From an optimization exercise on the open Yosys and OpenROAD flow, aimed at small area and a short achievable clock period; shortcuts taken in it are not production practice.
No activity file was given, so power comes from the tool's default toggle rates.

run A:
Design vc_dds_top, start of the top module:
module vc_dds_top
(
  input  logic                    clk_user_bufg,
  input  logic                    rst_glb,
  input  logic                    cfg_wr,           
  input  logic [85:0]             cfg,              
  output logic [16-1:0] sample,           
  output logic                    sample_valid,
  output logic [10-1:0]    dac_fsc           
);
For scale: about 1,400 cells after synthesis, roughly 300 flip-flops, about 120 I/O pins, roughly 17,000 um2 of cells after synthesis.
==> flow/config.mk <==
export PLATFORM = sky130hd
export DESIGN_NAME = vc_dds_top
export DESIGN_NICKNAME = vc_dds_top
export VERILOG_FILES = /design/flow/design.v
export SDC_FILE = /design/flow/constraint.sdc
export NUM_CORES = 4
export LEC_CHECK = 0
export CAP_MARGIN = 20
export CORE_MARGIN = 2
export CORE_UTILIZATION = 40
export SETUP_SLACK_MARGIN = 1.5
export SLEW_MARGIN = 20
==> flow/constraint.sdc <==
create_clock -name core_clock -period 5.5 [get_ports {clk_user_bufg}]
set_input_delay 1.1000 -clock core_clock [delete_from_list [all_inputs] [get_ports {clk_user_bufg}]]
set_output_delay 1.1000 -clock core_clock [all_outputs]
set_load 0.01 [all_outputs]
run.sh (not shown) runs the stock make flow with config.mk's settings and CLKGATE_MAP_FILE= SYNTH_SCRIPT=/design/flow/synth_recipe.tcl, a recipe that flattens the netlist after the stock synthesis.
No stage failed in run A, and the final checks on the layout all came back clean.
[inputs] run B vs run A
# run A
export LEC_CHECK = 0
export CAP_MARGIN = 20
export CORE_MARGIN = 2
export CORE_UTILIZATION = 40
export SETUP_SLACK_MARGIN = 1.5
export SLEW_MARGIN = 20
create_clock -name core_clock -period 5.5 [get_ports {clk_user_bufg}]
# run B
export LEC_CHECK = 0
export CAP_MARGIN = 20
export CORE_MARGIN = 2
export CORE_UTILIZATION = 40
export SETUP_SLACK_MARGIN = 2.9
export SLEW_MARGIN = 20
create_clock -name core_clock -period 5.5 [get_ports {clk_user_bufg}]
==> flow/flow/run.sh (new file) <==
#!/bin/bash
# Standard ORFS layout, except that the port buffers are the smallest plain
# buffer instead of the default delay-buffer cell. Each tool's output is kept
# by ORFS under orfs/logs/; make's own output goes to flow_make.log.
set -euo pipefail
export BUFFER_PORTS_ARGS="-buffer_cell sky130_fd_sc_hd__buf_1"
bash standard.sh finish > flow_make.log 2>&1
==> flow/standard.sh (new file) <==
#!/bin/bash
# synth_recipe.tcl (not shown) runs the flow's synth.tcl, then flattens the netlist and writes it again
# the make line also repeats each setting of config.mk as NAME=value (left out here)
make -C /OpenROAD-flow-scripts/flow DESIGN_CONFIG=/design/flow/config.mk WORK_HOME=/design/flow/orfs CLKGATE_MAP_FILE= SYNTH_SCRIPT=/design/flow/synth_recipe.tcl "${@:-finish}"
removed: flow/run.sh
[summary]
Lower routed length on met2 was reported by run A, not run B.
Power grows by more than 10% when moving from run A to run B.
From run A to run B the numbers moved as follows: final routed wirelength across all metal layers increased about 15%; fraction of the cycle the final worst path needs decreased 8.8 points; area growth from synthesis to final layout increased 11 points.
[run B vs run A] power share of the clock group: lower in run B
Changes in run C relative to run B:
==> flow/run.sh (new file) <==
#!/bin/bash
# synth_recipe.tcl (not shown) runs the flow's synth.tcl, then flattens the netlist and writes it again
# the make line also repeats each setting of config.mk as NAME=value (left out here)
make -C /OpenROAD-flow-scripts/flow DESIGN_CONFIG=/design/flow/config.mk WORK_HOME=/design/flow/orfs CLKGATE_MAP_FILE= SYNTH_SCRIPT=/design/flow/synth_recipe.tcl finish
removed: flow/flow/run.sh
removed: flow/standard.sh
==> comparison <==
Portion of total power attributed to the clock network in run C is 0.6 points lower than in run B
Diff run B -> run C: share of cell area taken by multi-input logic gates -1.2 points; part of the power in combinational logic shows an increase of 0.4 points.
Any difference in hold slack between run B and run C is small enough to ignore.
Between run C and run B, the multi-input logic area is lower for run B.
Net switching power figure, run C and run B: higher on run B
The final layout from run C, which completed every stage, passed the timing, design-rule and antenna checks at the end of the flow.
Pin slew with the least headroom to its limit: run C vs run B up 0.032 ns
Setup changes, run C to run D
# run C
export LEC_CHECK = 0
export CAP_MARGIN = 20
export CORE_MARGIN = 2
export CORE_UTILIZATION = 40
export SETUP_SLACK_MARGIN = 2.9
export SLEW_MARGIN = 20
create_clock -name core_clock -period 5.5 [get_ports {clk_user_bufg}]
# run D
export LEC_CHECK = 0
export CAP_MARGIN = 20
export CORE_MARGIN = 2
export CORE_UTILIZATION = 40
export CTS_BUF_LIST = sky130_fd_sc_hd__clkbuf_4 sky130_fd_sc_hd__clkbuf_8
export SETUP_SLACK_MARGIN = 2.9
export SLEW_MARGIN = 20
create_clock -name core_clock -period 5.5 [get_ports {clk_user_bufg}]
Notes after the runs:
Measured against each other, run D and run C differ in sequential share of cell area, the lower figure coming from run C. Summary: with run C as the reference, number of buffers added by the clock tree synthesis step in run D moved up by more than a quarter. Changes observed in run D relative to run C: highest ir drop seen on vdd shows a reduction of 4.8%, global-route wire length before repair shows a reduction of about 0.9%, post-layout worst setup margin shows an increase of 0.051 ns.
Function was not checked in any run of this note: the RTL went through the layout flow alone.

[static timing again, ports no longer ideal]
The results above use ideal ports. As a check the final layouts listed here were re-extracted and re-timed, cells and wires unchanged.
Step 1 sets driving cells, clkbuf_16 on the clock port and buf_2 on the other inputs (assumed; they add their load-dependent delay and slew).
Step 2 moves the port delays by t, midway between the first and last clock arrival at a register: inputs arrive t later, outputs are due t later. That takes back most of the time a late clock gives input paths.
Three values: ideal, step 1, step 2; two values: the first two.
run | shift t [ns] | slack for setup (ns) | worst setup path at the end
run A | 0.593 | 1.965 / 1.965 / 1.965 | register to register
run B | 0.585 | 2.448 / 2.448 / 2.448 | register to register
run C | 0.593 | 2.399 / 2.399 / 2.399 | register to register
run D | 0.675 | 2.450 / 2.450 / 2.450 | register to register
After both steps every run listed still meets setup and hold.
